Source: an optimization exercise on an open RTL-to-GDS flow (aim: small area, a short achievable clock period and few clock cycles). Production flows keep margins and buffers that such runs may drop. Where RTL was checked, it was by simulation tests only, not by an equivalence proof against the original. Only the layout flow was run in runs 5 to 7; the RTL was not checked for function there. No activity file was given, so power comes from the tool's default toggle rates.

==> design.v <==
`default_nettype none
module lprd_back (
  input  logic [2:0] addr,
  input  logic [3:0] max_msg,
  input  logic [3:0] max_args,
  output logic [3:0] rdata
);
  assign rdata = (addr == 3'd0) ? max_msg : ((addr == 3'd4) ? max_args : 4'd0);
endmodule
`default_nettype wire
`default_nettype none
module length_prefixed_request_deframer (
  input  logic        clk,
  input  logic        rst_n,
  input  logic        in_tvalid,
  output logic        in_tready,
  input  logic [7:0]  in_tdata,
  input  logic        in_tuser,
  output logic        out_tvalid,
  input  logic        out_tready,
  output logic [31:0] out_tdata,
  output logic        out_tuser,
  output logic        out_tlast,
  input  logic        cfg_psel,
  input  logic        cfg_penable,
  input  logic        cfg_pwrite,
  input  logic [2:0]  cfg_paddr,
  input  logic [31:0] cfg_pwdata,
  output logic [31:0] cfg_prdata,
  output logic        cfg_pready
);
  localparam logic [4:0] PH_LEN  = 5'b00001;
  localparam logic [4:0] PH_CNT  = 5'b00010;
  localparam logic [4:0] PH_ALEN = 5'b00100;
  localparam logic [4:0] PH_DATA = 5'b01000;
  localparam logic [4:0] PH_FAIL = 5'b10000;
  localparam logic [2:0] ST_OK       = 3'd0;
  localparam logic [2:0] ST_TOO_LONG = 3'd1;
  localparam logic [2:0] ST_TOO_MANY = 3'd2;
  localparam logic [2:0] ST_OVERRUN  = 3'd3;
  localparam logic [2:0] ST_TRAILING = 3'd4;
  logic [31:0] max_msg_r;
  logic [20:0] max_args_r;
  logic        cfg_wr;
  assign cfg_pready = 1'b1;
  assign cfg_wr     = cfg_psel && cfg_penable && cfg_pwrite;
  always_ff @(posedge clk) begin
    if (!rst_n) begin
      max_msg_r  <= 32'd33554432;
      max_args_r <= 21'd200000;
    end else if (cfg_wr) begin
      if (cfg_paddr == 3'd0) max_msg_r  <= cfg_pwdata;
      if (cfg_paddr == 3'd4) max_args_r <= cfg_pwdata[20:0];
    end
  end
  logic [31:0] rd_args;
  assign rd_args = {11'd0, max_args_r};
  for (genvar g = 0; g < 8; g++) begin : g_rd
    lprd_back u_rd (
      .addr     (cfg_paddr),
      .max_msg  (max_msg_r[4*g +: 4]),
      .max_args (rd_args[4*g +: 4]),
      .rdata    (cfg_prdata[4*g +: 4])
    );
  end
  logic [4:0]  ph_r;
  logic [1:0]  pos_r;
  logic [31:0] body_r;      
  logic [20:0] args_r;      
  logic [31:0] abytes_r;    
  logic [19:0] cur_r;       
  logic        inc_r;       
  logic        valid_r;
  logic [2:0]  st_r;
  logic        aend_r, mend_r, has_r;
  logic [7:0]  pay_r;
  logic        in_acc;
  assign in_tready = !valid_r || out_tready;
  assign in_acc    = in_tvalid && in_tready;
  logic        is_len, is_cnt, is_alen, is_data, is_fail, fld, last;
  logic [31:0] body_dec, abytes_dec, opnd;
  logic [20:0] args_dec;
  logic [19:0] cur_inc;
  logic        b_zero, b_one, b_le4;
  logic        cnt_a0, a_one_alen, a_zero_data, ab_one, lo_gt, lo_zero, lo_short;
  logic        c_valid_cnt, c_valid_alen, c_valid_data;
  logic        c_end_cnt, c_fail_cnt, c_end_alen, c_fail_alen, c_end_data, c_fail_data;
  logic [2:0]  c_st_cnt, c_st_alen, c_st_data;
  always_comb begin
    is_len  = ph_r[0];
    is_cnt  = ph_r[1];
    is_alen = ph_r[2];
    is_data = ph_r[3];
    is_fail = ph_r[4];
    fld     = is_len || is_cnt || is_alen;
    last    = (pos_r == 2'd3);
    body_dec   = body_r - 32'd1;
    abytes_dec = abytes_r - 32'd1;
    args_dec   = args_r - 21'd1;
    cur_inc    = cur_r + 20'd1;
    b_zero  = (body_r == 32'd0);
    b_one   = (body_r == 32'd1);
    b_le4   = !b_zero && (body_r[31:3] == 29'd0) && (body_r[2:0] <= 3'd4);
    cnt_a0      = (abytes_r[20:0] == 21'd0);    
    a_one_alen  = (args_r == 21'd1);            
    a_zero_data = (args_r == 21'd0);            
    ab_one      = (abytes_r == 32'd1);
    lo_zero  = (abytes_r[23:0] == 24'd0);
    lo_short = (abytes_r[23:2] == 22'd0);
    opnd  = is_len ? max_msg_r : (is_cnt ? {11'd0, max_args_r} : body_r);
    lo_gt = ({abytes_r[23:0], 1'b1} > {opnd[23:0], !is_alen});
    c_end_cnt   = cnt_a0 && b_one;
    c_fail_cnt  = (cnt_a0 && !b_one) || (!cnt_a0 && b_le4);
    c_valid_cnt = c_end_cnt || c_fail_cnt;
    c_st_cnt    = (cnt_a0 && !b_one) ? ST_TRAILING : ((!cnt_a0 && b_le4) ? ST_OVERRUN : ST_OK);
    c_end_alen   = a_one_alen && b_one;
    c_fail_alen  = (a_one_alen && !b_one) || (!a_one_alen && b_le4);
    c_valid_alen = c_end_alen || c_fail_alen;
    c_st_alen    = (a_one_alen && !b_one) ? ST_TRAILING : ((!a_one_alen && b_le4) ? ST_OVERRUN : ST_OK);
    c_end_data   = a_zero_data && b_one;
    c_fail_data  = (a_zero_data && !b_one) || (!a_zero_data && b_le4);
    c_valid_data = c_end_data || c_fail_data;
    c_st_data    = (a_zero_data && !b_one) ? ST_TRAILING : ((!a_zero_data && b_le4) ? ST_OVERRUN : ST_OK);
  end
  logic        hi_gt, hi_eq, v_gt, in_zero, v_zero, v_short;
  logic [4:0]  ph_nxt;
  logic        res_valid, res_aend, res_mend, res_has, aend;
  logic [2:0]  res_st;
  always_comb begin
    hi_gt   = (in_tdata > opnd[31:24]);
    hi_eq   = (in_tdata == opnd[31:24]);
    v_gt    = hi_gt || (hi_eq && lo_gt);
    in_zero = (in_tdata == 8'd0);
    v_zero  = in_zero && lo_zero;
    v_short = in_zero && lo_short;
    ph_nxt    = ph_r;
    res_valid = 1'b0;
    res_aend  = 1'b0;
    res_mend  = 1'b0;
    res_has   = 1'b0;
    res_st    = ST_OK;
    aend      = 1'b0;
    case (1'b1)
      is_len: if (last) begin
        res_mend = 1'b1;
        if (v_gt) begin
          ph_nxt = PH_FAIL; res_valid = 1'b1; res_st = ST_TOO_LONG;
        end else if (v_short) begin
          ph_nxt = PH_FAIL; res_valid = 1'b1; res_st = ST_OVERRUN;
        end else begin
          ph_nxt = PH_CNT;
        end
      end
      is_cnt: if (last) begin
        res_mend = 1'b1;
        if (v_gt) begin
          ph_nxt = PH_FAIL; res_valid = 1'b1; res_st = ST_TOO_MANY;
        end else begin
          res_valid = c_valid_cnt;
          res_st    = c_st_cnt;
          ph_nxt    = c_end_cnt ? PH_LEN : (c_fail_cnt ? PH_FAIL : PH_ALEN);
        end
      end
      is_alen: if (last) begin
        if (v_gt && !b_zero) begin
          ph_nxt = PH_FAIL; res_valid = 1'b1; res_mend = 1'b1; res_st = ST_OVERRUN;
        end else if (v_zero) begin
          aend      = 1'b1;
          res_valid = 1'b1;
          res_aend  = 1'b1;
          res_mend  = c_valid_alen;
          res_st    = c_st_alen;
          ph_nxt    = c_end_alen ? PH_LEN : (c_fail_alen ? PH_FAIL : PH_ALEN);
        end else begin
          ph_nxt = PH_DATA;
        end
      end
      is_data: begin
        res_valid = 1'b1;
        res_has   = 1'b1;
        if (ab_one) begin
          aend     = 1'b1;
          res_aend = 1'b1;
          res_mend = c_valid_data;
          res_st   = c_st_data;
          ph_nxt   = c_end_data ? PH_LEN : (c_fail_data ? PH_FAIL : PH_ALEN);
        end
      end
      default: ;
    endcase
    if (in_tuser) begin
      ph_nxt    = PH_LEN;
      res_valid = 1'b0;
      res_has   = 1'b0;
      aend      = 1'b0;
    end
  end
  always_ff @(posedge clk) begin
    if (!rst_n) begin
      ph_r  <= PH_LEN;
      pos_r <= 2'd0;
    end else if (in_acc) begin
      ph_r  <= ph_nxt;
      pos_r <= in_tuser ? 2'd1 : (fld ? pos_r + 2'd1 : pos_r);
    end
  end
  always_ff @(posedge clk) begin
    if (in_acc) begin
      if (is_len) begin
        if (last) body_r <= {in_tdata, abytes_r[23:0]};
      end else if (!is_fail) begin
        body_r <= body_dec;
      end
      if (in_tuser || (fld && pos_r == 2'd0)) abytes_r[7:0] <= in_tdata;
      else if (is_data)                       abytes_r[7:0] <= abytes_dec[7:0];
      if (!in_tuser) begin
        if (fld) begin
          if (pos_r == 2'd1) abytes_r[15:8]  <= in_tdata;
          if (pos_r == 2'd2) abytes_r[23:16] <= in_tdata;
          if (pos_r == 2'd3) abytes_r[31:24] <= in_tdata;
        end else if (is_data) begin
          abytes_r[31:8] <= abytes_dec[31:8];
        end
      end
      if (last && is_cnt)  args_r <= abytes_r[20:0];
      if (last && is_alen) args_r <= args_dec;
      if (in_tuser || is_len || is_cnt) cur_r <= 20'd0;
      else if (inc_r)                   cur_r <= cur_inc;
      inc_r <= aend;
    end
  end
  always_ff @(posedge clk) begin
    if (in_tready) begin
      st_r   <= res_st;
      aend_r <= res_aend;
      mend_r <= res_mend;
      has_r  <= res_has;
      pay_r  <= res_has ? in_tdata : 8'd0;
    end
  end
  always_ff @(posedge clk) begin
    if (!rst_n)      valid_r <= 1'b0;
    else if (in_acc) valid_r <= res_valid;
    else if (out_tready) valid_r <= 1'b0;
  end
  assign out_tvalid = valid_r;
  assign out_tdata  = {st_r, aend_r, cur_r, pay_r};
  assign out_tuser  = has_r;
  assign out_tlast  = mend_r;
endmodule
`default_nettype wire
==> flow/run.sh <==
#!/bin/bash
# Standard layout, with the port buffers made from the smallest buffer
# (the resizer upsizes those on critical paths).
cp standard.sh standard.sh.txt
export BUFFER_PORTS_ARGS="-buffer_cell sky130_fd_sc_hd__buf_1"
bash standard.sh > standard.log 2>&1
==> standard.sh <==
#!/bin/bash
# synth_recipe.tcl (not shown) runs the flow's synth.tcl, then flattens the netlist and writes it again
# the make line also repeats each setting of config.mk as NAME=value (left out here)
make -C /OpenROAD-flow-scripts/flow DESIGN_CONFIG=/design/flow/config.mk WORK_HOME=/design/flow/orfs CLKGATE_MAP_FILE= SYNTH_SCRIPT=/design/flow/synth_recipe.tcl "${@:-finish}"
==> config.mk <==
export PLATFORM = sky130hd
export DESIGN_NAME = length_prefixed_request_deframer
export DESIGN_NICKNAME = length_prefixed_request_deframer
export VERILOG_FILES = /design/flow/design.v
export SDC_FILE = /design/flow/constraint.sdc
export NUM_CORES = 4
export LEC_CHECK = 0
export CAP_MARGIN = 20
export CORE_MARGIN = 2
export CORE_UTILIZATION = 65
export CTS_BUF_LIST = sky130_fd_sc_hd__clkbuf_8
export SETUP_SLACK_MARGIN = 3.55
export SLEW_MARGIN = 20
export SYNTH_HIERARCHICAL = 1
==> constraint.sdc <==
create_clock -name core_clock -period 7.0 [get_ports {clk}]
set_input_delay 1.4000 -clock core_clock [delete_from_list [all_inputs] [get_ports {clk}]]
set_output_delay 1.4000 -clock core_clock [all_outputs]
set_load 0.01 [all_outputs]
==> flow_summary.json, run 1 <==
{
  "tns_ps": 0,
  "antenna_found_initial": 0,
  "grt.overflow.total": 0,
  "fin_crit_ps": 3470,
  "pwr-share-comb": 0.080,
  "startpoint_type": "primary input",
  "initial_core_util": 0.664,
  "synth_top_area_frac": 0.328,
  "finalSetupViolCount": 0,
  "antenna_left": 0,
  "ys_warn_count": 7,
  "use_met2": 0.526,
  "numClockSinks": 181,
  "synth_edf_count": 120,
  "status": "finished clean",
  "p_clk_frac": 0.377,
  "cp_max_fo": 33,
  "worst_clock_skew_ps": 10.6,
  "grt_first_pass_wirelength_um": 46800,
  "crit_arrival_ps": 2070,
  "grt_use_total": 0.334,
  "hold_depth": 2,
  "crit_required_ps": 5600,
  "slowest_delay_ps": 210,
  "cts_tree": "yes",
  "syn_avg_cell_area_um2": 8.84,
  "r2r-end": "inc_r",
  "slew_violations": 0,
  "syn_inst": 1241,
  "async_flop_share": 0,
  "power.internal_mw": 1.62,
  "core_area_um2": 16500,
  "die_x_um": 134,
  "postCtsHoldBufs": 0,
  "antenna_cells": 0,
  "wirelength_um": 30400,
  "rr_worst_depth": 11,
  "use_met3": 0.0503,
  "rows": 47,
  "synth.distinct_cells": 67,
  "r2r-start": "ph_r[0]",
  "rsz0062_at_grt": "yes",
  "critPathSlowestCell": "nor3_2",
  "synth_area_leader_cell": "edfxtp_1",
  "cts_buffers": 17,
  "p_switching_uw": 559,
  "via_per_inst": 6.23,
  "dr.pass1.iters": 6,
  "synth-seq-cells": 181,
  "power_mw": 2.18,
  "holdWs_ps": 483,
  "worst_slew_pin_slew_ps": 1090,
  "power_leakage_nw": 4.23,
  "slew_headroom": 0.275,
  "hp-start": "max_msg_r[3]",
  "hold_path_class": "flop to flop",
  "pwr-share-seq": 0.543,
  "worst-r2r-setup-slack_ps": 3600,
  "grt.met1_usage": 0.467,
  "clockBufferDepth": 2,
  "grt_pass1_vias": 8874,
  "num_vias": 9804,
  "pre_cts_slack_ps": 2780,
  "placed_area_um2": 11600,
  "syn_to_final_growth_pct": 13.1,
  "h-tree-depth": 4,
  "fin_crit_sh": 0.495,
  "drive_gt1_frac": 0.103,
  "grt_max_degree": 64,
  "cts_root_buf": "clkbuf_8",
  "drc_errors": 0,
  "hold_viol_final": 0,
  "gp_congestion": 0.941,
  "holdPathEnd": "max_msg_r[3]",
  "ir_drop_uv": 115,
  "pin_count": 120,
  "clk_latency_ps": 480,
  "switching_share": 0.257,
  "stdcell_area_um2": 12400,
  "cp-end-kind": "primary output",
  "final_nets": 1436,
  "synth_ff_type": "edfxtp_1",
  "maxCapViolations": 0,
  "synth_area_um2": 11000,
  "wl_per_cell_um": 19.3,
  "cts.clk_slew.worst_paths_ps": 100,
  "gr-max-usage-layer": "met2",
  "dp_hpwl_um": 21100,
  "worst_slack_ps": 3530,
  "drtIter0Drc": 1077,
  "cellPowerDensity_nw_per_um2": 175,
  "synthTopCellsByArea": "edfxtp_1, dfxtp_1, nand2_1",
  "port_buffers": 118,
  "die-area_um2": 17900,
  "ys_seq_area_frac": 0.440,
  "fmax_ghz": 0.289,
  "die_y_um": 134,
  "setup.worst_path.class": "primary input to primary output",
  "crit_chain": "buf_1 -> buf_12 -> nor3_2 -> buf_2"
}
## synthesized netlist by cell type, types with 4 or more instances
cell type / number
clkbuf_2: 8
a211oi_1: 4
clkbuf_1: 52
xor2_1: 40
a22oi_1: 10
or3_1: 14
buf_4: 4
nand2b_1: 9
nand4b_1: 4
o21ai_0: 67
dfxtp_1: 61
o31ai_1: 7
ha_1: 44
nor3_1: 66
a21oi_1: 127
a31oi_1: 7
or4_1: 6
nor2b_1: 4
nor2_1: 114
nand2_1: 208
edfxtp_1: 120
nand4_1: 16
mux2i_1: 54
xnor2_1: 46
and2_1: 10
inv_1: 20
nor4_1: 23
nand3_1: 34
## per-layer routing
metal,up-vias,part of all wire
met2,487,0.47
met1,4610,0.42
met4,0,0.030
li1,4641,-
met5,-,0
met3,66,0.086
## stage by stage
step | instances | util
after global placement | 1534 | 0.700
final | 1574 | 0.751
after floorplan | 1251 | -
after CTS | 1569 | 0.739
after detailed placement | 1534 | 0.700
after global routing | 1574 | 0.751
## cell type report
| cell class | count | area (µm²) |
|---|---|---|
| timing repair buffer | 138 | 766 |
| tap | 220 | 275 |
| multi-input combinational | 982 | 6020 |
| clock buffer | 17 | 234 |
| clock inverter | 15 | 214 |
| fill | 1240 | 4110 |
| inverter | 21 | 78.8 |
| sequential | 181 | 4830 |
## per-module statistics from Yosys (local to each module, per instance)
module                            copies in the design  cells inside  area (µm²)  flip-flops and latches
lprd_back                                            8             9        65.1                       0
length_prefixed_request_deframer                     1          1169       10500                     181
## registers in the layout, indices dropped and copies added (netlist names), 5 cells and up
register / count
max_msg_r: 32
abytes_r: 32
cur_r: 20
body_r: 32
ph_r: 5
max_args_r: 21
pay_r: 8
args_r: 21
## critical path: cells and delay by family
kind                   cells  cell delay [ps]
buffers and inverters      3              440
AND/OR/NAND/NOR            1              210
## cells in the final DEF (no fill, tap or decap), types with 34 or more instances in the layout
| master | count |
|---|---|
| a21oi_1 | 125 |
| mux2i_1 | 51 |
| ha_1 | 44 |
| nand2_1 | 208 |
| o21ai_0 | 67 |
| xnor2_1 | 46 |
| nor3_1 | 54 |
| buf_1 | 80 |
| dfxtp_1 | 59 |
| xor2_1 | 40 |
| nand3_1 | 34 |
| nor2_1 | 112 |
| edfxtp_1 | 120 |
## timing repair
action                                  4_1_cts  5_1_grt
endpoints found under the hold margin         0        0
setup buffers                                 1        4
gates resized for setup                      44       48
endpoints found under the setup margin       57       46
pin swaps                                     0        1
cloned                                        2        1
## worst max path at each step
stage / from / to / slack (ps)
2_1_floorplan: in_tdata[7] / ph_r[4] / 3550
3_3_place_gp: ph_r[1] / st_r[1] / 2750
3_5_place_dp: cfg_paddr[2] / cfg_prdata[20] / 2780
4_1_cts: ph_r[0] / st_r[0] / 3430
5_1_grt: ph_r[0] / st_r[0] / 3500
6_report: cfg_paddr[1] / cfg_prdata[25] / 3530
## power groups by stage
stage	combinational (mW)	sequential (mW)	clock (mW)
finish	0.173	1.18	0.820
global placement	0.153	1.21	0
floorplan	0.102	1.20	0
detailed placement	0.157	1.21	0
global route	0.192	1.18	0.855
CTS	0.165	1.18	0.820
## cell families after synthesis
logic type	synth area share
buffers and inverters	0.0332
AO/OA/AOI/OAI	0.131
XOR/XNOR	0.0686
AND/OR/NAND/NOR	0.228
flip-flops	0.440
other	0.000684
adder cells (fa/ha/maj)	0.0502
multiplexers	0.0492
Testbench counts, summed over its fixed seeds: cycles 400,378.
==> run 2, diff against run 1 <==
--- a/config.mk
+++ b/config.mk
@@ -9,6 +9,7 @@
 export CORE_MARGIN = 2
 export CORE_UTILIZATION = 65
 export CTS_BUF_LIST = sky130_fd_sc_hd__clkbuf_8
-export SETUP_SLACK_MARGIN = 3.55
+export SETUP_SLACK_MARGIN = 3.45
 export SLEW_MARGIN = 20
 export SYNTH_HIERARCHICAL = 1
+export TNS_END_PERCENT = 10
==> run 2 against run 1 <==
  * Non-clock buffer count decreased by 4
  * Routed wire length shrank 2.2%
  * Sequential share of layout area grew 1.2 points
  * Cell count is 0.25% lower
  * Clock-buffer cell count stayed put
  * Die area is the same
  * Utilization fell by 2.2 points
  * Clock power fell by 16%
  * Register-to-register slack worse by 120 ps
  * Highest routed layer unchanged
==> flow_summary.json, run 2 <==
{
  "crit_buf_inv": 2,
  "finalSetupViolCount": 0,
  "pin_count": 120,
  "synth_top_area_frac": 0.328,
  "initial_core_util": 0.664,
  "drc_errors": 0,
  "dr.pass1.iters": 8,
  "fin_crit_ps": 3550,
  "die-area_um2": 17900,
  "grt_max_degree": 82,
  "grt_pass1_vias": 8887,
  "numClockSinks": 181,
  "setup.worst_path.class": "primary input to primary output",
  "cts_root_buf": "clkbuf_8",
  "syn_inst": 1241,
  "synth.most_common_cell": "nand2_1",
  "syn_to_final_growth_pct": 9.80,
  "synth.distinct_cells": 67,
  "tns_ps": 0,
  "antenna_cells": 0,
  "port_buffers": 118,
  "grt_use_total": 0.333,
  "worst_slack_ps": 3450,
  "async_flop_share": 0,
  "synth-seq-cells": 181,
  "cellPowerDensity_nw_per_um2": 169,
  "rows": 47,
  "wl_per_cell_um": 18.9,
  "drtIter0Drc": 964,
  "syn_avg_cell_area_um2": 8.84,
  "drive_gt1_frac": 0.0570,
  "rsz0062_at_grt": "yes",
  "status": "finished clean",
  "maxCapViolations": 0,
  "die_x_um": 134,
  "grt_first_pass_wirelength_um": 46800,
  "slew_headroom": 0.349,
  "grt.overflow.total": 0,
  "hold_viol_final": 0,
  "synth_edf_count": 120,
  "synth_area_um2": 11000,
  "fill_cells": 1334,
  "pre_cts_slack_ps": 2730,
  "wirelength_um": 29700,
  "gp_congestion": 0.937,
  "cts_tree": "yes",
  "mostFrequentLayoutCell": "nand2_1",
  "crit_arrival_ps": 2150,
  "cts_buffers": 17,
  "path_delay_family": "simple AND/OR/NAND/NOR gates",
  "top_regs": "abytes_r: 32 flops, body_r: 32 flops, max_msg_r: 32 flops",
  "clk_latency_ps": 500,
  "hold_path_class": "flop to flop",
  "ir_drop_uv": 150,
  "crit_chain": "buf_1 -> nand2b_2 -> buf_1",
  "final_nets": 1432,
  "cp_max_fo": 18,
  "ys_seq_area_frac": 0.440,
  "die_y_um": 134,
  "via_per_inst": 6.16,
  "crit_required_ps": 5600,
  "worst_clock_skew_ps": 11.3,
  "clockBufferDepth": 2,
  "core_area_um2": 16500,
  "worst_slew_pin_slew_ps": 977,
  "h-tree-depth": 4,
  "antenna_found_initial": 0,
  "ys_warn_count": 7,
  "power_leakage_nw": 3.98,
  "dp_hpwl_um": 20800,
  "synth_ff_type": "edfxtp_1",
  "startpoint_type": "primary input",
  "cp_common_cell": "buf_1",
  "fin_crit_sh": 0.507,
  "cts.clk_slew.worst_paths_ps": 100,
  "critPathSlowestCell": "nand2b_2",
  "final_cell_mix": "nand2_1, a21oi_1, edfxtp_1",
  "synth_area_leader_cell": "edfxtp_1",
  "slowest_delay_ps": 430,
  "yosys-top-cells-count": "nand2_1, a21oi_1, edfxtp_1, nor2_1, o21ai_0",
  "num_vias": 9674,
  "fmax_ghz": 0.282,
  "synthTopCellsByArea": "edfxtp_1, dfxtp_1, nand2_1",
  "cp-end-kind": "primary output",
  "worst-r2r-setup-slack_ps": 3480,
  "antenna_left": 0,
  "slew_violations": 0
}
[run 2: modules after synthesis, one instance, submodules excluded]
module,copies in the design,area (µm²)
length_prefixed_request_deframer,1,10500
lprd_back,8,65.1
[run 2: cell type report]
type	count	area, µm²	area share
Sequential cell	181	4830	0.401
Multi-Input combinational cell	982	5900	0.490
Timing Repair Buffer	134	608	0.0505
Clock buffer	17	234	0.0194
Inverter	21	78.8	0.00654
Clock inverter	15	125	0.0104
Tap cell	220	275	0.0228
[run 2: per-layer routing]
layer | global-route usage | vias up | share of wire
li1 | - | 4644 | -
met1 | 0.463 | 4484 | 0.43
met2 | 0.511 | 476 | 0.45
met3 | 0.0695 | 70 | 0.093
met4 | 0.139 | 0 | 0.036
met5 | 0 | - | 0
[run 2: per-stage QoR]
step                total power [mW]  hold WS (ps)   util  instances  cell area, µm²
floorplan                       1.30           449      -       1251           11000
global placement                1.36           462  0.701       1537           11600
detailed placement              1.36           466  0.702       1537           11600
CTS                             2.03           480  0.728       1570           12000
global route                    2.09           488  0.729       1570           12100
finish                          2.04           480  0.729       1570           12100
[run 2: cells by family after synthesis]
group | synth area share
AND/OR/NAND/NOR | 0.228
AO/OA/AOI/OAI | 0.131
flip-flops | 0.440
buffers and inverters | 0.0332
XOR/XNOR | 0.0686
multiplexers | 0.0492
adder cells (fa/ha/maj) | 0.0502
other | 0.000684
[run 2: timing repair]
| item | CTS | global route |
|---|---|---|
| endpoints found under the setup margin | 45 | 46 |
| resized for setup | 12 | 4 |
| hold buffers | 0 | 0 |
| setup buffers | 1 | 0 |
[run 2: tightest hold or removal path: stages, from the launching register on]
cell and delay (ps):
dfxtp_1 330, nand2_1 60, a21oi_1 50
[run 2: final timing paths]
path              cells past startpoint           from       endpoint
setup reg to reg                     10        ph_r[0]        st_r[0]
hold / removal                        2  max_msg_r[11]  max_msg_r[11]
hold reg to reg                       2  max_msg_r[11]  max_msg_r[11]
setup / recovery                      3     out_tready      in_tready
[run 2: report_power, final]
group	internal, mW	total, mW	switching (mW)
logic	0.0578	0.162	0.104
clock network	0.256	0.692	0.436
registers	1.15	1.18	0.0279
==> run 3, diff against run 2 <==
--- a/config.mk
+++ b/config.mk
@@ -12,4 +12,3 @@
 export SETUP_SLACK_MARGIN = 3.45
 export SLEW_MARGIN = 20
 export SYNTH_HIERARCHICAL = 1
-export TNS_END_PERCENT = 10
==> run 3 against run 2 <==
  * Non-clock buffer count increased by 4
  * Worst hold slack improved by 3.2 ps
  * Sequential power about the same
  * Global-route usage decreased by 0.084 points
  * Fmax increased by 1.6%
  * Combinational power increased by 5%
  * Largest power group unchanged
  * Critical path type unchanged
  * Critical path depth increased by 1
  * Synthesized cell count unchanged
  * First-iteration DRC count increased by 0.52%
  * Die area unchanged
==> flow_summary.json, run 3 <==
{
  "status": "finished clean",
  "gp_congestion": 0.953,
  "postCtsHoldBufs": 0,
  "r2r-end": "st_r[1]",
  "grt_use_total": 0.333,
  "top_regs": "abytes_r: 32 flops, body_r: 32 flops, max_msg_r: 32 flops",
  "die_x_um": 134,
  "clockBufferDepth": 2,
  "fin_crit_ps": 3490,
  "power.internal_mw": 1.55,
  "syn_avg_cell_area_um2": 8.84,
  "rows": 47,
  "rr_worst_depth": 8,
  "wl_per_cell_um": 19.1,
  "cellPowerDensity_nw_per_um2": 174,
  "ir_drop_uv": 169,
  "antenna_left": 0,
  "synth_ff_type": "edfxtp_1",
  "pwr-share-seq": 0.557,
  "hold_path_class": "flop to flop",
  "port_buffers": 118,
  "tns_ps": 0,
  "rsz0062_at_grt": "no",
  "final_nets": 1436,
  "num_vias": 9735,
  "setup.worst_path.class": "primary input to primary output",
  "slew_violations": 0,
  "die-area_um2": 17900,
  "power_leakage_nw": 4.06,
  "finalSetupViolCount": 0,
  "startpoint_type": "primary input",
  "syn_inst": 1241,
  "die_y_um": 134,
  "synth_edf_count": 120,
  "async_flop_share": 0,
  "p_switching_uw": 573,
  "hold_viol_final": 0,
  "synth.most_common_cell": "nand2_1",
  "maxCapViolations": 0,
  "drc_errors": 0,
  "dp_hpwl_um": 20800,
  "core_area_um2": 16500,
  "drive_gt1_frac": 0.0679,
  "syn_to_final_growth_pct": 11.3,
  "ys_warn_count": 7,
  "cts.clk_slew.worst_paths_ps": 100,
  "h-tree-depth": 4,
  "ys_seq_area_frac": 0.440,
  "yosys-top-cells-count": "nand2_1, a21oi_1, edfxtp_1, nor2_1, o21ai_0",
  "setup.worst_path.end": "in_tready",
  "synthTopCellsByArea": "edfxtp_1, dfxtp_1, nand2_1",
  "grt_first_pass_wirelength_um": 46900,
  "crit_required_ps": 5600,
  "antenna_found_initial": 0,
  "pwr-share-comb": 0.080,
  "worst-r2r-setup-slack_ps": 3560,
  "cts_tree": "yes",
  "worst_slew_pin_slew_ps": 961,
  "drtIter0Drc": 969,
  "wirelength_um": 30000,
  "grt_pass1_vias": 8882,
  "pin_count": 120,
  "cp_max_fo": 18,
  "synth_area_um2": 11000,
  "crit_arrival_ps": 2090,
  "synth_top_area_frac": 0.328,
  "p_clk_frac": 0.363,
  "switching_share": 0.270,
  "grt_max_degree": 76,
  "synth_area_leader_cell": "edfxtp_1",
  "antenna_cells": 0,
  "final_cell_mix": "nand2_1, a21oi_1, edfxtp_1",
  "worst_clock_skew_ps": 14.8,
  "fin_crit_sh": 0.499,
  "use_met2": 0.492,
  "dr.pass1.iters": 6,
  "gr-max-usage-layer": "met2",
  "cts_root_buf": "clkbuf_8",
  "synth.distinct_cells": 67,
  "r2r-start": "body_r[17]",
  "numClockSinks": 181,
  "clk_latency_ps": 480,
  "initial_core_util": 0.664,
  "crit_start": "out_tready",
  "synth-seq-cells": 181,
  "mostFrequentLayoutCell": "nand2_1",
  "grt.met1_usage": 0.481,
  "grt.overflow.total": 0,
  "holdWs_ps": 483,
  "via_per_inst": 6.18,
  "slew_headroom": 0.359,
  "fmax_ghz": 0.286,
  "use_met3": 0.0665,
  "cp-end-kind": "primary output",
  "cts_buffers": 17
}
-- run 3: logic make-up (layout without fill, tap and decap cells) --
kind of cell,count (synthesis),after routing,share of synthesized area
other,2,12,0.000684
and+or+nand+nor,535,535,0.228
DFF,181,181,0.440
buffers and inverters,88,191,0.0332
xor gates and xnor gates,86,86,0.0686
AOI/OAI and AO/OA,251,251,0.131
muxes,54,54,0.0492
adders and majority gates,44,44,0.0502
-- run 3: repair_timing --
action	CTS	global route
setup endpoints to repair	45	34
pin swaps	0	0
cloned	0	1
hold endpoints to repair	0	0
resized for setup	14	17
buffers inserted	1	1
-- run 3: critical path, stage by stage --
cell and delay (ps):
buf_1 100, nand2b_2 120, buf_4 280, buf_1 190
-- run 3: Yosys stat by module (local to each module, per instance) --
module | cells | flops+latches
lprd_back | 9 | 0
length_prefixed_request_deframer | 1169 | 181
-- run 3: worst min path at each step --
stage	slack, ps	depth (start not counted)	from	end
global route	510	2	max_msg_r[17]	max_msg_r[17]
floorplan	450	2	max_args_r[0]	max_args_r[0]
global placement	460	2	max_msg_r[20]	max_msg_r[20]
CTS	480	2	max_msg_r[10]	max_msg_r[10]
detailed placement	470	2	max_msg_r[20]	max_msg_r[20]
finish	480	2	max_msg_r[10]	max_msg_r[10]
-- run 3: power by group through the flow --
stage	logic, mW	registers (mW)	clock network (mW)
finish	0.170	1.18	0.771
global placement	0.157	1.20	0
CTS	0.163	1.18	0.769
global route	0.188	1.18	0.803
detailed placement	0.161	1.20	0
floorplan	0.102	1.20	0
-- run 3: routing by layer --
metal  vias up  wire [µm]
met1      4540      13000
met4         0       1140
li1       4646          -
met5         -          0
met3        73       2610
met2       476      13300
-- run 3: area by class of cell --
cell class	instances	area [µm²]
Timing Repair Buffer	138	664
Sequential cell	181	4830
Fill cell	1252	4310
Clock buffer	17	234
Clock inverter	15	188
Multi-Input combinational cell	982	5950
Tap cell	220	275
Inverter	21	78.8
-- run 3: stage by stage --
stage / instance area [µm²] / instances / util / setup WS (ps) / total power, mW
after floorplan: 11000 / 1251 / - / 3490 / 1.30
after global placement: 11600 / 1539 / 0.702 / 2750 / 1.36
after detailed placement: 11600 / 1539 / 0.703 / 2720 / 1.36
after CTS: 12100 / 1572 / 0.733 / 3440 / 2.11
after global routing: 12200 / 1574 / 0.739 / 3460 / 2.17
final: 12200 / 1574 / 0.739 / 3510 / 2.12
==> run 4, diff against run 3 <==
--- a/config.mk
+++ b/config.mk
@@ -7,7 +7,7 @@
 export LEC_CHECK = 0
 export CAP_MARGIN = 20
 export CORE_MARGIN = 2
-export CORE_UTILIZATION = 65
+export CORE_UTILIZATION = 72
 export CTS_BUF_LIST = sky130_fd_sc_hd__clkbuf_8
 export SETUP_SLACK_MARGIN = 3.45
 export SLEW_MARGIN = 20
==> run 4 against run 3 <==
  * Synthesized cell count stayed put
  * Clock-buffer cell count is 2 higher
  * Non-clock buffer count decreased by 6
  * Total power down 2.4%
==> flow_summary.json, run 4 <==
{
  "yosys-top-cells-count": "nand2_1, a21oi_1, edfxtp_1, nor2_1, o21ai_0",
  "crit_start": "out_tready",
  "synth_compound_area_frac": 0.131,
  "cp_max_fo": 18,
  "drive_gt1_frac": 0.0638,
  "grt_first_pass_wirelength_um": 45100,
  "crit_arrival_ps": 2120,
  "setup.worst_path.class": "primary input to primary output",
  "core_area_um2": 15000,
  "num_vias": 9772,
  "wirelength_um": 29000,
  "syn_to_final_growth_pct": 10.3,
  "syn_avg_cell_area_um2": 8.84,
  "die-area_um2": 16200,
  "p_switching_uw": 521,
  "synth.distinct_cells": 67,
  "switching_share": 0.252,
  "slowest_delay_ps": 410,
  "fmax_ghz": 0.284,
  "dr.pass1.iters": 6,
  "p_clk_frac": 0.350,
  "clockBufferDepth": 2,
  "cp_common_cell": "buf_1",
  "gp_congestion": 0.986,
  "rows": 45,
  "power.internal_mw": 1.55,
  "fin_crit_sh": 0.504,
  "drc_errors": 0,
  "fill_cells": 1033,
  "top_regs": "abytes_r: 32 flops, body_r: 32 flops, max_msg_r: 32 flops",
  "worst-r2r-setup-slack_ps": 3480,
  "pin_count": 120,
  "initial_core_util": 0.730,
  "ys_seq_area_frac": 0.440,
  "fin_crit_ps": 3520,
  "synth_edf_count": 120,
  "port_buffers": 118,
  "syn_inst": 1241,
  "h-tree-depth": 4,
  "synthTopCellsByArea": "edfxtp_1, dfxtp_1, nand2_1",
  "postCtsHoldBufs": 0,
  "synth_xor_area_frac": 0.0686,
  "seqCellArea_um2": 4830,
  "yosys.area_share.simple": 0.228,
  "wl_per_cell_um": 18.9,
  "power_leakage_nw": 4.02,
  "synth_top_family_by_area": "simple AND/OR/NAND/NOR gates",
  "pwr-share-comb": 0.080,
  "tns_ps": 0,
  "synth-adder-area-share": 0.0502,
  "grt.overflow.total": 0,
  "worst_slew_pin_slew_ps": 1090,
  "r2r-start": "body_r[17]",
  "die_y_um": 127,
  "cellPowerDensity_nw_per_um2": 171,
  "antenna_left": 0,
  "via_per_inst": 6.36,
  "maxCapViolations": 0,
  "numClockSinks": 181,
  "hold_viol_final": 0,
  "drtIter0Drc": 1160,
  "cp-end-kind": "primary output",
  "rsz0062_at_grt": "no",
  "finalSetupViolCount": 0,
  "pwr-share-seq": 0.571,
  "status": "finished clean",
  "hp-start": "max_args_r[18]",
  "cts.clk_slew.worst_paths_ps": 90,
  "clk_latency_ps": 470,
  "ys_warn_count": 7,
  "slew_violations": 0,
  "holdWs_ps": 490,
  "cts_tree": "yes",
  "mostFrequentLayoutCell": "nand2_1",
  "critPathSlowestCell": "nand2b_2",
  "antenna_cells": 0,
  "cts_buffers": 17,
  "dp_hpwl_um": 20500,
  "antenna_found_initial": 0,
  "die_x_um": 127,
  "synth_ff_type": "edfxtp_1",
  "grt_max_degree": 82,
  "async_flop_share": 0,
  "grt_use_total": 0.353,
  "worst_clock_skew_ps": 11.9,
  "final_nets": 1430,
  "final_cell_mix": "nand2_1, a21oi_1, edfxtp_1",
  "startpoint_type": "primary input",
  "crit_chain": "buf_1 -> nand2b_2 -> buf_1",
  "multi_input_area_um2": 5950,
  "synth_area_um2": 11000,
  "synth-seq-cells": 181,
  "synth.most_common_cell": "nand2_1",
  "ir_drop_uv": 188,
  "synth_area_leader_cell": "edfxtp_1",
  "crit_required_ps": 5600,
  "synth_top_area_frac": 0.328,
  "cts_root_buf": "clkbuf_8",
  "hold_path_class": "flop to flop",
  "grt_pass1_vias": 8820,
  "synth_mux_area_frac": 0.0492,
  "slew_headroom": 0.276
}
run 4: modules after synthesis, one instance, submodules excluded:
module	flops+latches	cell area, µm²	cells	times used
length_prefixed_request_deframer	181	10500	1169	1
lprd_back	0	65.1	9	8
run 4: power by group through the flow:
| stage | Clock [mW] | Combinational (mW) | Sequential, mW |
|---|---|---|---|
| CTS | 0.723 | 0.159 | 1.18 |
| finish | 0.723 | 0.165 | 1.18 |
| floorplan | 0 | 0.102 | 1.20 |
| global placement | 0 | 0.152 | 1.20 |
| detailed placement | 0 | 0.156 | 1.20 |
| global route | 0.759 | 0.183 | 1.18 |
run 4: worst max-delay path: cells and delay by family:
| family | cells | cell delay (ps) |
|---|---|---|
| simple gates | 1 | 410 |
| buf+inv | 2 | 300 |
run 4: metal layers:
metal	vias up	share of wire	GRT usage
li1	4631	-	-
met1	4502	0.42	0.511
met2	554	0.45	0.523
met3	85	0.095	0.0603
met4	0	0.036	0.159
met5	-	0	0
run 4: layout make-up:
cell class,count,area share
repair buffers,132,0.0512
clock inverters,13,0.0109
flip-flops and latches,181,0.399
inverters,21,0.00651
multi-input cells,982,0.492
clock buffers,19,0.0216
well taps,188,0.0194
run 4: path summary, 6_finish.rpt:
path | depth (start not counted) | to
setup reg to reg | 8 | st_r[1]
hold reg to reg | 2 | max_args_r[18]
setup / recovery | 3 | in_tready
hold / removal | 2 | max_args_r[18]
run 4: what timing repair did:
item,CTS,global route
resized for setup,14,20
setup endpoints to repair,44,29
cloned,0,0
buffers inserted,0,2
pin swaps,0,0
run 4: cells by family after synthesis:
family / Yosys count
other cells: 2
fa+ha+maj: 44
compound gates: 251
flops: 181
simple gates: 535
mux: 54
buf+inv: 88
xor+xnor: 86
run 4: metrics by stage:
stage | total power [mW] | setup slack (ps) | cells | cell area [µm²] | utilization
after floorplan | 1.30 | 3490 | 1251 | 11000 | -
after global placement | 1.36 | 2790 | 1502 | 11500 | 0.767
after detailed placement | 1.36 | 2720 | 1502 | 11500 | 0.767
after CTS | 2.06 | 3460 | 1534 | 12000 | 0.798
after global routing | 2.12 | 3430 | 1536 | 12100 | 0.805
final | 2.07 | 3480 | 1536 | 12100 | 0.805
==> run 5, diff against run 4 <==
--- a/design.v
+++ b/design.v
@@ -1,11 +1,18 @@
 `default_nettype none
-module lprd_back (
-  input  logic [2:0] addr,
-  input  logic [3:0] max_msg,
-  input  logic [3:0] max_args,
-  output logic [3:0] rdata
+module lprd_back #(parameter int W = 4) (
+  input  logic [2:0]   addr,
+  input  logic [W-1:0] max_msg,
+  input  logic [W-1:0] max_args,
+  output logic [W-1:0] rdata
 );
-  assign rdata = (addr == 3'd0) ? max_msg : ((addr == 3'd4) ? max_args : 4'd0);
+  assign rdata = (addr == 3'd0) ? max_msg : ((addr == 3'd4) ? max_args : '0);
+endmodule
+module lprd_back_msg #(parameter int W = 4) (
+  input  logic [2:0]   addr,
+  input  logic [W-1:0] max_msg,
+  output logic [W-1:0] rdata
+);
+  assign rdata = (addr == 3'd0) ? max_msg : '0;
 endmodule
 `default_nettype wire
 `default_nettype none
@@ -53,14 +60,30 @@
       if (cfg_paddr == 3'd4) max_args_r <= cfg_pwdata[20:0];
     end
   end
-  logic [31:0] rd_args;
-  assign rd_args = {11'd0, max_args_r};
-  for (genvar g = 0; g < 8; g++) begin : g_rd
-    lprd_back u_rd (
+  for (genvar g = 0; g < 5; g++) begin : g_rd
+    lprd_back #(.W(4)) u_rd (
       .addr     (cfg_paddr),
       .max_msg  (max_msg_r[4*g +: 4]),
-      .max_args (rd_args[4*g +: 4]),
+      .max_args (max_args_r[4*g +: 4]),
       .rdata    (cfg_prdata[4*g +: 4])
+    );
+  end
+  lprd_back #(.W(1)) u_rd20 (
+    .addr     (cfg_paddr),
+    .max_msg  (max_msg_r[20]),
+    .max_args (max_args_r[20]),
+    .rdata    (cfg_prdata[20])
+  );
+  lprd_back_msg #(.W(3)) u_rd21 (
+    .addr     (cfg_paddr),
+    .max_msg  (max_msg_r[23:21]),
+    .rdata    (cfg_prdata[23:21])
+  );
+  for (genvar g = 0; g < 2; g++) begin : g_rdm
+    lprd_back_msg #(.W(4)) u_rd (
+      .addr     (cfg_paddr),
+      .max_msg  (max_msg_r[24+4*g +: 4]),
+      .rdata    (cfg_prdata[24+4*g +: 4])
     );
   end
   logic [4:0]  ph_r;
--- a/config.mk
+++ b/config.mk
@@ -7,8 +7,8 @@
 export LEC_CHECK = 0
 export CAP_MARGIN = 20
 export CORE_MARGIN = 2
-export CORE_UTILIZATION = 72
+export CORE_UTILIZATION = 65
 export CTS_BUF_LIST = sky130_fd_sc_hd__clkbuf_8
-export SETUP_SLACK_MARGIN = 3.45
+export SETUP_SLACK_MARGIN = 3.6
 export SLEW_MARGIN = 20
 export SYNTH_HIERARCHICAL = 1
==> run 5 against run 4 <==
  * Still clean on timing, DRC and antenna
  * Sequential power hardly changed
  * Utilization is 1.5 points lower
  * Cell count increased by 3.0%
  * Non-clock buffer count increased by 36
  * Total power rose by 4.2%
  * First-iteration DRC count decreased by 5.0%
  * Design area rose by 7.4%
  * Critical path type unchanged
  * Largest power group unchanged
==> flow_summary.json, run 5 <==
{
  "syn_inst": 1226,
  "status": "finished clean",
  "synth-seq-cells": 181,
  "power_mw": 2.16,
  "p_clk_frac": 0.358,
  "drtIter0Drc": 1102,
  "maxCapViolations": 0,
  "synth_ff_type": "edfxtp_1",
  "top_regs": "abytes_r: 32 flops, body_r: 32 flops, max_msg_r: 32 flops",
  "final_nets": 1444,
  "synth.distinct_cells": 67,
  "synth_compound_area_frac": 0.132,
  "hold_viol_final": 0,
  "synthTopCellsByArea": "edfxtp_1, dfxtp_1, nand2_1",
  "numClockSinks": 181,
  "antenna_cells": 0,
  "synth_top_family_by_area": "simple AND/OR/NAND/NOR gates",
  "worst_slew_pin_slew_ps": 882,
  "cts_root_buf": "clkbuf_8",
  "die-area_um2": 17800,
  "yosys-top-cells-count": "nand2_1, a21oi_1, edfxtp_1, nor2_1, o21ai_0",
  "startpoint_type": "primary input",
  "power.internal_mw": 1.59,
  "num_vias": 10100,
  "worst_clock_skew_ps": 16.9,
  "crit_arrival_ps": 2120,
  "wl_per_cell_um": 20.6,
  "ir_drop_uv": 130,
  "finalSetupViolCount": 0,
  "slew_violations": 0,
  "antenna_found_initial": 0,
  "port_buffers": 118,
  "rsz0062_at_grt": "yes",
  "ys_warn_count": 7,
  "die_y_um": 133,
  "yosys.area_share.simple": 0.234,
  "power_leakage_nw": 4.42,
  "synth_edf_count": 120,
  "mostFrequentLayoutCell": "nand2_1",
  "p_switching_uw": 567,
  "grt_first_pass_wirelength_um": 49000,
  "cts.clk_slew.worst_paths_ps": 90,
  "syn_avg_cell_area_um2": 8.88,
  "cts_tree": "yes",
  "ys_seq_area_frac": 0.443,
  "cts_buffers": 17,
  "grt_max_degree": 91,
  "synth_xor_area_frac": 0.0691,
  "core_area_um2": 16500,
  "cellPowerDensity_nw_per_um2": 166,
  "dp_hpwl_um": 20500,
  "clockBufferDepth": 2,
  "cp_max_fo": 8,
  "die_x_um": 133,
  "pwr-share-comb": 0.094,
  "via_per_inst": 6.37,
  "slew_headroom": 0.412,
  "synth_area_leader_cell": "edfxtp_1",
  "wirelength_um": 32600,
  "pin_count": 120,
  "drc_errors": 0,
  "final_cell_mix": "nand2_1, a21oi_1, edfxtp_1",
  "fin_crit_sh": 0.503,
  "grt_use_total": 0.353,
  "synth-adder-area-share": 0.0505,
  "synth_area_um2": 10900,
  "grt_pass1_vias": 9052,
  "synth.most_common_cell": "nand2_1",
  "switching_share": 0.263,
  "tns_ps": 0,
  "hold_path_class": "flop to flop",
  "syn_to_final_growth_pct": 19.4,
  "gp_congestion": 0.939,
  "pwr-share-seq": 0.548,
  "crit_required_ps": 5600,
  "fin_crit_ps": 3520,
  "initial_core_util": 0.662,
  "grt.overflow.total": 0,
  "synth_top_area_frac": 0.331,
  "clk_latency_ps": 490,
  "rows": 47,
  "antenna_left": 0,
  "h-tree-depth": 4,
  "cp-end-kind": "primary output",
  "dr.pass1.iters": 7,
  "fmax_ghz": 0.284,
  "drive_gt1_frac": 0.145,
  "setup.worst_path.class": "primary input to primary output",
  "async_flop_share": 0,
  "synth_mux_area_frac": 0.0395
}
==> run 5: cell types whose count changed after synthesis <==
cell,before,now
nor3_1,66,54
mux2i_1,54,43
nor4b_1,2,13
conb_1,2,1
nor3_2,2,3
clkbuf_2,8,5
==> run 5: final cells by class <==
class | count | area, µm²
Clock buffer | 17 | 234
Clock inverter | 15 | 178
Fill cell | 1084 | 3460
Inverter | 21 | 78.8
Multi-Input combinational cell | 960 | 6200
Sequential cell | 181 | 4830
Tap cell | 220 | 275
Timing Repair Buffer | 168 | 1210
==> run 5: per-layer routing <==
layer / track usage / routed length (µm)
met5: 0 / 0
met4: 0.137 / 1220
met3: 0.0594 / 2930
met2: 0.557 / 15200
met1: 0.492 / 13300
==> run 5: worst paths after layout <==
path,start,end,slack (ps),cells past startpoint
worst max register to register,body_r[17],st_r[1],3710,8
worst min register to register,max_args_r[12],max_args_r[12],490,2
worst max-delay path,cfg_paddr[1],cfg_prdata[28],3480,4
worst min-delay path,max_args_r[12],max_args_r[12],490,2
==> run 5: timing repair <==
action                                  CTS  global route
endpoints found under the setup margin   50            45
buffers inserted                          4            18
gates resized for setup                 103            46
hold buffers                              0             0
pin swaps                                12             2
gates cloned                              9             3
==> run 5: through the flow <==
step                      hold WS [ps]  area [µm²]  setup WS (ps)  utilization  instances
after detailed placement           467       11500           2680        0.699       1516
after global placement             463       11500           2640        0.699       1516
final                              486       13000           3480        0.790       1582
after floorplan                    445       10900           3610            -       1226
after CTS                          484       12600           3490        0.763       1561
after global routing               516       13000           3470        0.790       1582
==> run 5: power by group through the flow <==
stage	combinational [mW]	sequential, mW	clock [mW]
floorplan	0.0948	1.20	0
global placement	0.147	1.20	0
detailed placement	0.152	1.20	0
CTS	0.185	1.18	0.767
global route	0.218	1.18	0.814
finish	0.202	1.18	0.772
==> run 5: worst max-delay path, cell delays in order <==
cell     delay, ps
buf_12         130
buf_16         160
nor4b_4        250
buf_2          160
==> run 5: cells by family (layout without fill, tap and decap cells) <==
family                   count (synthesis)  count (layout)
AND/OR/NAND/NOR                        535             535
AO/OA/AOI/OAI                          251             251
flip-flops                             181             181
XOR/XNOR                                86              86
buffers and inverters                   85             221
adder cells (fa/ha/maj)                 44              44
multiplexers                            43              43
other                                    1               1
==> run 6, diff against run 5 <==
--- a/config.mk
+++ b/config.mk
@@ -9,6 +9,6 @@
 export CORE_MARGIN = 2
 export CORE_UTILIZATION = 65
 export CTS_BUF_LIST = sky130_fd_sc_hd__clkbuf_8
-export SETUP_SLACK_MARGIN = 3.6
+export SETUP_SLACK_MARGIN = 3.45
 export SLEW_MARGIN = 20
 export SYNTH_HIERARCHICAL = 1
==> run 6 against run 5 <==
  * Worst setup slack got worse by 31 ps
  * Cell count fell by 1.5%
  * Sequential power barely moved
  * Fmax fell by 0.88%
  * Die area did not move
  * Sequential share of layout area rose by 1.8 points
  * Clock skew fell by 3.2 ps
  * Global-route usage fell by 1.7 points
  * Non-clock buffer count fell by 24
  * Utilization fell by 3.7 points
  * Largest cell class unchanged
==> flow_summary.json, run 6 <==
{
  "antenna_found_initial": 0,
  "r2r-end": "ph_r[4]",
  "core_area_um2": 16500,
  "final_nets": 1420,
  "antenna_cells": 0,
  "dr.pass1.iters": 6,
  "drive_gt1_frac": 0.0874,
  "syn_inst": 1226,
  "crit_arrival_ps": 2150,
  "synth_edf_count": 120,
  "tns_ps": 0,
  "ys_warn_count": 7,
  "initial_core_util": 0.662,
  "power_mw": 2.11,
  "syn_to_final_growth_pct": 13.8,
  "cp-end-kind": "primary output",
  "grt.overflow.total": 0,
  "cp_max_fo": 8,
  "hold_viol_final": 0,
  "crit_buf_inv": 3,
  "pin_count": 120,
  "synth_area_leader_cell": "edfxtp_1",
  "worst_slack_ps": 3450,
  "cts_tree": "yes",
  "cts_buffers": 17,
  "synth.most_common_cell": "nand2_1",
  "r2r-start": "ph_r[1]",
  "hold_depth": 2,
  "worst_slew_pin_slew_ps": 977,
  "ys_seq_area_frac": 0.443,
  "p_clk_frac": 0.358,
  "num_vias": 9835,
  "worst_clock_skew_ps": 13.7,
  "top_regs": "abytes_r: 32 flops, body_r: 32 flops, max_msg_r: 32 flops",
  "die-area_um2": 17800,
  "synth_area_um2": 10900,
  "drc_errors": 0,
  "drtIter0Drc": 1061,
  "fin_crit_ps": 3550,
  "antenna_left": 0,
  "fmax_ghz": 0.282,
  "slew_headroom": 0.348,
  "mostFrequentLayoutCell": "nand2_1",
  "port_buffers": 118,
  "cts_root_buf": "clkbuf_8",
  "setup.worst_path.class": "primary input to primary output",
  "via_per_inst": 6.31,
  "status": "finished clean",
  "h-tree-depth": 4,
  "grt_use_total": 0.336,
  "ir_drop_uv": 138,
  "p_switching_uw": 568,
  "wl_per_cell_um": 20.0,
  "pwr-share-seq": 0.559,
  "synth_top_area_frac": 0.331,
  "power_leakage_nw": 4.10,
  "stdcell_area_um2": 12400,
  "async_flop_share": 0,
  "cellPowerDensity_nw_per_um2": 171,
  "rr_worst_depth": 12,
  "rows": 47,
  "maxCapViolations": 0,
  "cts.clk_slew.worst_paths_ps": 90,
  "path_delay_family": "buffers and inverters",
  "clk_latency_ps": 490,
  "hold_path_class": "flop to flop",
  "yosys-top-cells-count": "nand2_1, a21oi_1, edfxtp_1, nor2_1, o21ai_0",
  "placed_area_um2": 11500,
  "synth_ff_type": "edfxtp_1",
  "pre_cts_slack_ps": 2410,
  "synth-seq-cells": 181,
  "synthTopCellsByArea": "edfxtp_1, dfxtp_1, nand2_1",
  "numClockSinks": 181,
  "slew_violations": 0,
  "postCtsHoldBufs": 0,
  "grt_max_degree": 76,
  "worst-r2r-setup-slack_ps": 3560,
  "slowest_delay_ps": 260,
  "power.internal_mw": 1.55,
  "finalSetupViolCount": 0,
  "clockBufferDepth": 2,
  "syn_avg_cell_area_um2": 8.88,
  "fin_crit_sh": 0.507,
  "grt_first_pass_wirelength_um": 47100,
  "die_y_um": 133,
  "rsz0062_at_grt": "yes",
  "holdPathEnd": "max_msg_r[15]",
  "final_cell_mix": "nand2_1, a21oi_1, edfxtp_1",
  "crit_required_ps": 5600,
  "pwr-share-comb": 0.083,
  "switching_share": 0.269,
  "dp_hpwl_um": 20800,
  "die_x_um": 133,
  "crit_chain": "buf_6 -> clkbuf_16 -> nor3_1 -> buf_1",
  "startpoint_type": "primary input",
  "hp-start": "max_msg_r[15]",
  "gp_congestion": 0.986,
  "grt_pass1_vias": 8748,
  "synth.distinct_cells": 67,
  "wirelength_um": 31200,
  "critPathSlowestCell": "nor3_1"
}
[run 6: final cells by class]
type	count	area [µm²]
Clock inverter	15	166
Tap cell	220	275
Multi-Input combinational cell	960	5940
Fill cell	1275	4070
Timing Repair Buffer	144	867
Clock buffer	17	234
Sequential cell	181	4830
Inverter	21	78.8
[run 6: what timing repair did]
item,in CTS,in global routing
setup buffers,1,5
pin swaps,0,2
gates cloned,0,7
setup endpoints to repair,45,36
gates resized for setup,40,31
[run 6: routing by layer]
layer | global-route usage | wire length [µm] | part of all wire
met5 | 0 | 0 | 0
met4 | 0.0999 | 850 | 0.027
met3 | 0.0647 | 2960 | 0.095
met2 | 0.528 | 14700 | 0.47
met1 | 0.475 | 12600 | 0.41
[run 6: logic make-up after synthesis]
group,Yosys count,synth area share
AND/OR/NAND/NOR,535,0.234
other,1,0.000344
XOR/XNOR,86,0.0691
AO/OA/AOI/OAI,251,0.132
adder cells (fa/ha/maj),44,0.0505
flip-flops,181,0.443
multiplexers,43,0.0395
buffers and inverters,85,0.0320
[run 6: worst min-delay path, stage by stage, from the launching register on]
cell	delay, ps
dfxtp_1	330
nand2_1	50
a21oi_1	50
[run 6: worst max-delay path by stage]
stage,cells after the start,slack (ps),from,endpoint
6_report,4,3450,cfg_paddr[1],cfg_prdata[1]
4_1_cts,10,3390,in_tdata[0],st_r[0]
2_1_floorplan,13,3490,ph_r[1],st_r[0]
3_5_place_dp,11,2410,ph_r[1],st_r[0]
3_3_place_gp,11,2540,ph_r[1],st_r[0]
5_1_grt,4,3420,cfg_paddr[1],cfg_prdata[1]
[run 6: power groups by stage]
stage / sequential (mW) / clock (mW) / combinational (mW)
2_1_floorplan: 1.20 / 0 / 0.0944
3_3_place_gp: 1.21 / 0 / 0.144
3_5_place_dp: 1.21 / 0 / 0.148
4_1_cts: 1.18 / 0.752 / 0.155
5_1_grt: 1.18 / 0.794 / 0.193
6_report: 1.18 / 0.757 / 0.175
[run 6: per-stage QoR]
step	hold WS, ps	utilization	cells
floorplan	445	-	1226
global placement	458	0.697	1513
detailed placement	467	0.697	1513
CTS	481	0.732	1546
global route	500	0.753	1558
finish	479	0.753	1558
==> run 7, diff against run 6 <==
--- a/config.mk
+++ b/config.mk
@@ -9,6 +9,6 @@
 export CORE_MARGIN = 2
 export CORE_UTILIZATION = 65
 export CTS_BUF_LIST = sky130_fd_sc_hd__clkbuf_8
-export SETUP_SLACK_MARGIN = 3.45
+export SETUP_SLACK_MARGIN = 3.3
 export SLEW_MARGIN = 20
 export SYNTH_HIERARCHICAL = 1
==> run 7 against run 6 <==
  * Combinational power is 12% lower
  * Synthesized cell count did not move
  * Cell count down 0.58%
  * Still clean on timing, DRC and antenna
==> flow_summary.json, run 7 <==
{
  "final_nets": 1411,
  "grt_use_total": 0.327,
  "drive_gt1_frac": 0.0632,
  "fin_crit_sh": 0.522,
  "startpoint_type": "primary input",
  "mostFrequentLayoutCell": "nand2_1",
  "ys_warn_count": 7,
  "hold_viol_final": 0,
  "synth-adder-area-share": 0.0505,
  "synth_ff_type": "edfxtp_1",
  "clk_latency_ps": 480,
  "synth-seq-cells": 181,
  "worst_slew_pin_slew_ps": 945,
  "top_regs": "abytes_r: 32 flops, body_r: 32 flops, max_msg_r: 32 flops",
  "clockBufferDepth": 2,
  "cts_buffers": 17,
  "synth_area_um2": 10900,
  "dp_hpwl_um": 20800,
  "core_area_um2": 16500,
  "rsz0062_at_grt": "yes",
  "cp_common_cell": "buf_1",
  "num_vias": 9594,
  "drc_errors": 0,
  "yosys-top-cells-count": "nand2_1, a21oi_1, edfxtp_1, nor2_1, o21ai_0",
  "synth.distinct_cells": 67,
  "rr_worst_depth": 10,
  "slew_violations": 0,
  "setup.worst_path.class": "primary input to primary output",
  "synth_xor_area_frac": 0.0691,
  "synthTopCellsByArea": "edfxtp_1, dfxtp_1, nand2_1",
  "initial_core_util": 0.662,
  "via_per_inst": 6.19,
  "worst-r2r-setup-slack_ps": 3450,
  "drtIter0Drc": 1037,
  "crit_chain": "buf_1 -> buf_4 -> nor4b_2 -> buf_1",
  "status": "finished clean",
  "power_leakage_nw": 3.91,
  "maxCapViolations": 0,
  "tns_ps": 0,
  "worst_clock_skew_ps": 15.5,
  "fmax_ghz": 0.274,
  "path_delay_family": "buffers and inverters",
  "use_met2": 0.496,
  "cellPowerDensity_nw_per_um2": 175,
  "antenna_left": 0,
  "ir_drop_uv": 205,
  "grt_max_degree": 76,
  "synth_top_area_frac": 0.331,
  "die-area_um2": 17800,
  "grt.overflow.total": 0,
  "crit_arrival_ps": 2260,
  "synth_top_family_by_area": "simple AND/OR/NAND/NOR gates",
  "antenna_cells": 0,
  "antenna_found_initial": 0,
  "use_met3": 0.0563,
  "synth_mux_area_frac": 0.0395,
  "syn_to_final_growth_pct": 10.3,
  "final_cell_mix": "nand2_1, a21oi_1, edfxtp_1",
  "finalSetupViolCount": 0,
  "cp-end-kind": "primary output",
  "crit_required_ps": 5600,
  "slowest_delay_ps": 350,
  "wl_per_cell_um": 18.9,
  "crit_buf_inv": 3,
  "die_x_um": 133,
  "dr.pass1.iters": 6,
  "yosys.area_share.simple": 0.234,
  "fin_crit_ps": 3660,
  "cp_max_fo": 33,
  "hold_depth": 2,
  "synth_edf_count": 120,
  "cts.clk_slew.worst_paths_ps": 100,
  "slew_headroom": 0.364,
  "grt.met1_usage": 0.479,
  "port_buffers": 118,
  "synth_compound_area_frac": 0.132,
  "gr-max-usage-layer": "met2",
  "synth.most_common_cell": "nand2_1",
  "die_y_um": 133,
  "stdcell_area_um2": 12000,
  "syn_avg_cell_area_um2": 8.88,
  "h-tree-depth": 4,
  "grt_first_pass_wirelength_um": 45900,
  "rows": 47,
  "async_flop_share": 0,
  "cts_tree": "yes",
  "postCtsHoldBufs": 0,
  "synth_area_leader_cell": "edfxtp_1",
  "syn_inst": 1226,
  "wirelength_um": 29200,
  "placed_area_um2": 11500,
  "gp_congestion": 1.02,
  "cts_root_buf": "clkbuf_8",
  "power_mw": 2.10,
  "hold_path_class": "flop to flop",
  "grt_pass1_vias": 8618,
  "critPathSlowestCell": "nor4b_2",
  "ys_seq_area_frac": 0.443,
  "pin_count": 120,
  "crit_cells": 4,
  "numClockSinks": 181
}
-- run 7: cell counts after synthesis --
No cell type changed its count.
-- run 7: logic make-up (layout without fill, tap and decap cells) --
kind of cell | after synthesis | count (layout)
other cells | 1 | 1
simple gates | 535 | 535
compound gates | 251 | 251
mux | 43 | 43
buf+inv | 85 | 188
fa+ha+maj | 44 | 44
flops | 181 | 181
xor+xnor | 86 | 86
-- run 7: area by class of cell --
type                       count  area [µm²]
fill                        1312        4450
multi-input combinational    960        5810
tap                          220         275
clock buffer                  17         234
inverter                      21        78.8
sequential                   181        4830
clock inverter                15         183
timing repair buffer         135         604
-- run 7: final timing paths --
| path | startpoint | to |
|---|---|---|
| hold reg to reg | max_msg_r[11] | max_msg_r[11] |
| setup / recovery | cfg_paddr[1] | cfg_prdata[26] |
| setup reg to reg | ph_r[0] | st_r[0] |
| hold / removal | max_msg_r[11] | max_msg_r[11] |
-- run 7: timing repair --
item                                    4_1_cts  5_1_grt
gates resized for setup                       9       10
pin swaps                                     0        0
setup buffers                                 0        1
endpoints found under the setup margin       44       16
-- run 7: power by group --
part           leakage [nW]  total (mW)  internal [mW]  switching (mW)
combinational          2.05       0.154         0.0540           0.100
clock                 0.209       0.765          0.334           0.432
sequential             1.65        1.18           1.15          0.0296
total                  3.91        2.10           1.54           0.562
-- run 7: worst register-to-register path, cell delays in order (launching register included) --
cell	delay (ps)
dfxtp_4	570
buf_12	320
a21oi_1	180
ha_1	320
nand4_1	160
nor4_2	490
a211o_1	300
o21bai_2	240
nand2_1	170
or3_1	410
a31oi_1	230
-- run 7: layer usage --
layer | vias to the layer above | part of all wire
li1 | 4595 | -
met5 | - | 0
met1 | 4437 | 0.44
met3 | 56 | 0.090
met2 | 506 | 0.44
met4 | 0 | 0.029
-- run 7: per-stage QoR --
stage	utilization	setup slack (ps)	cells	hold slack, ps
final	0.730	3340	1549	484
after detailed placement	0.698	2680	1516	469
after global placement	0.698	2820	1516	462
after floorplan	-	3320	1226	445
after CTS	0.725	3290	1548	484
after global routing	0.730	3290	1549	510

## static timing again, ports no longer ideal
The results above use ideal ports. As a check the final layouts listed here were re-extracted and re-timed, cells and wires unchanged.
Step 1 (the two cells are an assumption about what drives the block):
set clk [get_ports {clk}]
set_driving_cell -lib_cell sky130_fd_sc_hd__clkbuf_16 $clk
set_driving_cell -lib_cell sky130_fd_sc_hd__buf_2 [delete_from_list [all_inputs] $clk]
Step 2 moves the port delays by t, midway between the first and last clock arrival at a register: inputs arrive t later, outputs are due t later. That takes back most of the time a late clock gives input paths.
a / b / c = ideal ports / drivers / drivers and shift; a / b = the first two.
| run | t, ns | setup WS [ns] | worst setup path at the end | slew at the worst register clock pin (ns) | worst slew at a driven data input, ns |
|---|---|---|---|---|---|
| run 1 | 0.515 | 3.534 / 3.407 / 3.141 | input to register | 0.10 / 0.10 | 0.16 |
| run 2 | 0.540 | 3.450 / 3.422 / 2.969 | input to register | 0.11 / 0.11 | 0.05 |
| run 3 | 0.523 | 3.505 / 3.397 / 3.108 | input to register | 0.11 / 0.11 | 0.12 |
| run 4 | 0.505 | 3.475 / 3.441 / 3.012 | input to register | 0.10 / 0.10 | 0.05 |
| run 5 | 0.520 | 3.481 / 3.338 / 3.206 | input to register | 0.11 / 0.11 | 0.24 |
| run 6 | 0.522 | 3.450 / 3.368 / 3.080 | input to register | 0.11 / 0.11 | 0.12 |
| run 7 | 0.513 | 3.344 / 3.325 / 3.056 | input to register | 0.11 / 0.11 | 0.04 |
After both steps setup and hold are still met in every run listed. For run 2, which loses most, drivers alone change the setup slack by -0.028 ns; drivers and shift together by -0.481 ns.
